Context: an optimization exercise on an open-source flow, tuned for small area and a short achievable clock period. The choices shown serve that exercise and are no tape-out recipe. Function was checked by simulation only, so behaviour that the tests miss may differ from the original. Power figures rest on the tool's default switching activity, not on a simulated workload.

## main
## chunk_fifo
module chunk_fifo #(
   parameter int DEPTH = 8,
   parameter int DW    = 256
) (
   input  logic          clk,
   input  logic          reset,
   input  logic          bus_val,
   input  logic          bus_sop,
   input  logic          bus_eop,
   input  logic [5:0]    bus_vbc,
   input  logic [DW-1:0] bus_data,
   output logic          bus_ready,
   output logic          bus_o_val,
   output logic          bus_o_sop,
   output logic          bus_o_eop,
   output logic [5:0]    bus_o_vbc,
   output logic [DW-1:0] bus_o_data,
   input  logic          bus_o_ready,
   output logic          idle,
   output logic          err,
   output logic [15:0]   pkt_cnt
);
clock: 4.2 ns
lec_check: 0
cap_margin: 20
core_margin: 2
core_utilization: 65
cts_cluster_diameter: 150
cts_cluster_size: 30
setup_slack_margin: 2.0
slew_margin: 20
synth_hierarchical: 1
synth_minimum_keep_size: 0
standard.sh (not shown) runs the stock make flow with config.mk's settings and CLKGATE_MAP_FILE= SYNTH_SCRIPT=/design/flow/synth_recipe.tcl, a recipe that flattens the netlist after the stock synthesis.
==> flow/flow/run.sh <==
#!/bin/bash
# Standard ORFS layout (the standard.sh, unchanged synthesis), except that the port
# buffers are sky130_fd_sc_hd__buf_1 instead of the delay-cell buffer buffer_ports picks
# by default. Every make/OpenROAD/Yosys log stays under orfs/logs; make's own output goes
# to flow_make.log in this folder.
set -euo pipefail
bash standard.sh "BUFFER_PORTS_ARGS=-buffer_cell sky130_fd_sc_hd__buf_1" finish > flow_make.log 2>&1
> inputs changed (main -> the feature branch)
Settings: TNS_END_PERCENT: unset -> 10.
### Flow results
The feature branch | stages: all done | timing, DRC, antenna: all pass
The setup slack of the feature branch is smaller than that of main.
Number of antenna violations at the first check in global routing, the feature branch and main, lower one = main.
Launch point of the critical path: head_q[193] -> the feature branch, head_q[142] -> main
Area growth from synthesis to final layout (lower): the feature branch
Number of vias per cell after detailed routing: the feature branch vs main — no meaningful difference
Changes observed in the feature branch relative to main: hold path depth neither gained nor lost much, total length of routed met3 wires shows no meaningful change.

========
Starting RTL as in the previous note.
// chunk_fifo
module chunk_fifo #(
   parameter int DEPTH = 8,
   parameter int DW    = 256
) (
   input  logic          clk,
   input  logic          reset,
   input  logic          bus_val,
   input  logic          bus_sop,
   input  logic          bus_eop,
   input  logic [5:0]    bus_vbc,
   input  logic [DW-1:0] bus_data,
   output logic          bus_ready,
   output logic          bus_o_val,
   output logic          bus_o_sop,
   output logic          bus_o_eop,
   output logic [5:0]    bus_o_vbc,
   output logic [DW-1:0] bus_o_data,
   input  logic          bus_o_ready,
   output logic          idle,
   output logic          err,
   output logic [15:0]   pkt_cnt
);
   localparam int MD = DEPTH - 1;           
   localparam int EW = DW + 8;
   localparam logic S_IDLE   = 1'b0;
   localparam logic S_IN_PKT = 1'b1;
   logic [MD-1:0][EW-1:0] mem_q;
   logic [EW-1:0]         head_q, head_d, wr_entry;
   logic [MD-1:0]         wr_oh_q, wr_oh_d;       
   logic [MD-1:0]         rd_oh_q, rd_oh_d;       
   logic [MD-1:0]         mem_we_q, mem_we_d;     
   logic [MD-1:0]         mcnt_q, mcnt_d;         
   logic                  valid_q, valid_d;       
   logic                  ready_q, ready_d;
   logic                  wr_idle_q, wr_idle_d;   
   logic                  wr_inpkt_q, wr_inpkt_d; 
   logic                  idle_q, idle_d;
   logic                  state_q, state_d;
   logic                  err_q, err_d;
   logic [15:0]           pkt_cnt_q, pkt_cnt_d;
   logic accept, good, push, push_n, pop, refill, to_mem;
   logic [MD-1:0] we_if_mem, we_if_not;     
   logic [MD-1:0] cnt_if_mem, cnt_if_not;
   logic          rdy_if_mem, rdy_if_not;
   assign bus_ready  = ready_q;
   assign bus_o_val  = valid_q;
   assign bus_o_sop  = head_q[DW+7];
   assign bus_o_eop  = head_q[DW+6];
   assign bus_o_vbc  = head_q[DW+5:DW];
   assign bus_o_data = head_q[DW-1:0];
   assign idle       = idle_q;
   assign err        = err_q;
   assign pkt_cnt    = pkt_cnt_q;
   assign wr_entry = {bus_sop, bus_eop, bus_vbc, bus_data};
   chunk_fifo_wr_check u_check (
      .bus_val    (bus_val),
  ...
==> flow/config.mk <==
export PLATFORM = sky130hd
export DESIGN_NAME = chunk_fifo
export DESIGN_NICKNAME = chunk_fifo
export VERILOG_FILES = /design/flow/design.v
export SDC_FILE = /design/flow/constraint.sdc
export NUM_CORES = 4
export LEC_CHECK = 0
export CAP_MARGIN = 20
export CORE_MARGIN = 2
export CORE_UTILIZATION = 65
export CTS_CLUSTER_DIAMETER = 150
export CTS_CLUSTER_SIZE = 30
export SETUP_SLACK_MARGIN = 2.05
export SLEW_MARGIN = 20
export SYNTH_HIERARCHICAL = 1
export SYNTH_MINIMUM_KEEP_SIZE = 0
==> flow/constraint.sdc <==
create_clock -name core_clock -period 4.2 [get_ports {clk}]
set_input_delay 0.8400 -clock core_clock [delete_from_list [all_inputs] [get_ports {clk}]]
set_output_delay 0.8400 -clock core_clock [all_outputs]
set_load 0.01 [all_outputs]
Scripts as last shown in full above: flow/flow/run.sh
The baseline finished clean.
Rerun with:
--- a/flow/config.mk
+++ b/flow/config.mk
@@ -6,11 +6,11 @@
 export NUM_CORES = 4
 export LEC_CHECK = 0
-export CAP_MARGIN = 20
+export CAP_MARGIN = 5
 export CORE_MARGIN = 2
 export CORE_UTILIZATION = 65
 export CTS_CLUSTER_DIAMETER = 150
 export CTS_CLUSTER_SIZE = 30
-export SETUP_SLACK_MARGIN = 2.05
-export SLEW_MARGIN = 20
+export SETUP_SLACK_MARGIN = 2.0
+export SLEW_MARGIN = 5
 export SYNTH_HIERARCHICAL = 1
 export SYNTH_MINIMUM_KEEP_SIZE = 0
Result: The changed run produced a clean layout. Wire length came out lower by 0.84%. Sequential power stays flat. Worst hold slack is better by 0.10 ns. Sequential share of layout area rises by 0.54 points. Flip-flop and latch count is unchanged. Synthesized cell count does not change. Synthesized area is unchanged. Total power hardly moves. Via count falls by 0.74%. Clock power is about the same.
Rerun with:
--- a/flow/config.mk
+++ b/flow/config.mk
@@ -6,11 +6,11 @@
 export NUM_CORES = 4
 export LEC_CHECK = 0
-export CAP_MARGIN = 5
+export CAP_MARGIN = 20
 export CORE_MARGIN = 2
-export CORE_UTILIZATION = 65
+export CORE_UTILIZATION = 70
 export CTS_CLUSTER_DIAMETER = 150
 export CTS_CLUSTER_SIZE = 30
 export SETUP_SLACK_MARGIN = 2.0
-export SLEW_MARGIN = 5
+export SLEW_MARGIN = 20
 export SYNTH_HIERARCHICAL = 1
 export SYNTH_MINIMUM_KEEP_SIZE = 0
Maximum frequency came out lower by a few percent.
Global-route usage rises by 1.9 points.
Critical path depth went up by 3.
Worst setup slack got worse by 0.048 ns.
Core utilization goes up by 5.9 points.
Sequential share of layout area is about the same.
Cell area hardly moves.
Register-to-register slack got worse by 0.09 ns.
Rerun with:
--- a/flow/config.mk
+++ b/flow/config.mk
@@ -8,8 +8,8 @@
 export CAP_MARGIN = 20
 export CORE_MARGIN = 2
-export CORE_UTILIZATION = 70
+export CORE_UTILIZATION = 65
 export CTS_CLUSTER_DIAMETER = 150
 export CTS_CLUSTER_SIZE = 30
-export SETUP_SLACK_MARGIN = 2.0
+export SETUP_SLACK_MARGIN = 1.95
 export SLEW_MARGIN = 20
 export SYNTH_HIERARCHICAL = 1
Effect:
- cell count is higher slightly
- design area is about the same
- wire length grows slightly
- count of clock-buffer cells in the layout is higher by 4
- clock skew goes down by 0.0091 ns
- fmax rises slightly
- power went up slightly
- area after synthesis does not change
Rerun with:
==> flow/flow/run.sh (replaced) <==
#!/bin/bash
# Standard ORFS layout (the standard.sh, unchanged synthesis), except that the port
# buffers are sky130_fd_sc_hd__buf_2 instead of the delay-cell buffer buffer_ports picks
# by default. Every make/OpenROAD/Yosys log stays under orfs/logs; make's own output goes
# to flow_make.log in this folder.
set -euo pipefail
bash standard.sh "BUFFER_PORTS_ARGS=-buffer_cell sky130_fd_sc_hd__buf_2" finish > flow_make.log 2>&1
--- a/flow/config.mk
+++ b/flow/config.mk
@@ -8,8 +8,8 @@
 export CAP_MARGIN = 20
 export CORE_MARGIN = 2
-export CORE_UTILIZATION = 65
+export CORE_UTILIZATION = 60
 export CTS_CLUSTER_DIAMETER = 150
 export CTS_CLUSTER_SIZE = 30
-export SETUP_SLACK_MARGIN = 1.95
+export SETUP_SLACK_MARGIN = 2.0
 export SLEW_MARGIN = 20
 export SYNTH_HIERARCHICAL = 1
Effect:
- via count is about the same
- design area rises by 1.0%
- clock power is about the same
- clock skew is higher by 0.010 ns
- cell count came out higher by 2.1%
- synthesized cell count stays the same
- routed wire length came out higher by 0.80%
- first-iteration DRC count falls by 6.7%
- fmax increases by 1.4%
- power hardly moves

==> re-timing with driven ports <==
The flow's constraints put no driver on any port. The routed layouts listed below were extracted and timed again, unchanged, in two steps. Step 1 assumes that a clkbuf_16 drives the clock port and a buf_2 every other input. Step 2, shift: input delay + t, output delay - t, t = (earliest + latest rising clock arrival at the registers) / 2. This alone moves slack from input paths to output paths. Slacks: ideal ports / drivers / drivers and shift; pairs: ideal ports / drivers.
run	shift t [ns]	setup WS [ns]	worst data-port slew with drivers (ns)
main	0.781	2.031 / 1.955 / 1.317	0.16
the feature branch	0.780	1.914 / 1.838 / 1.258	0.16
the first run of note 2	0.784	2.008 / 1.990 / 1.246	0.17
the second run of note 2	0.781	2.031 / 1.955 / 1.317	0.16
the third run of note 2	0.770	1.982 / 1.952 / 1.272	0.17
the fourth run of note 2	0.784	1.993 / 1.918 / 1.273	0.16
the fifth run of note 2	0.782	2.025 / 1.943 / 1.315	0.17
After both steps setup and hold are still met in every run listed. The setup slack of the first run of note 2, which loses most, moves by -0.018 ns with the drivers and by -0.762 ns with both steps.
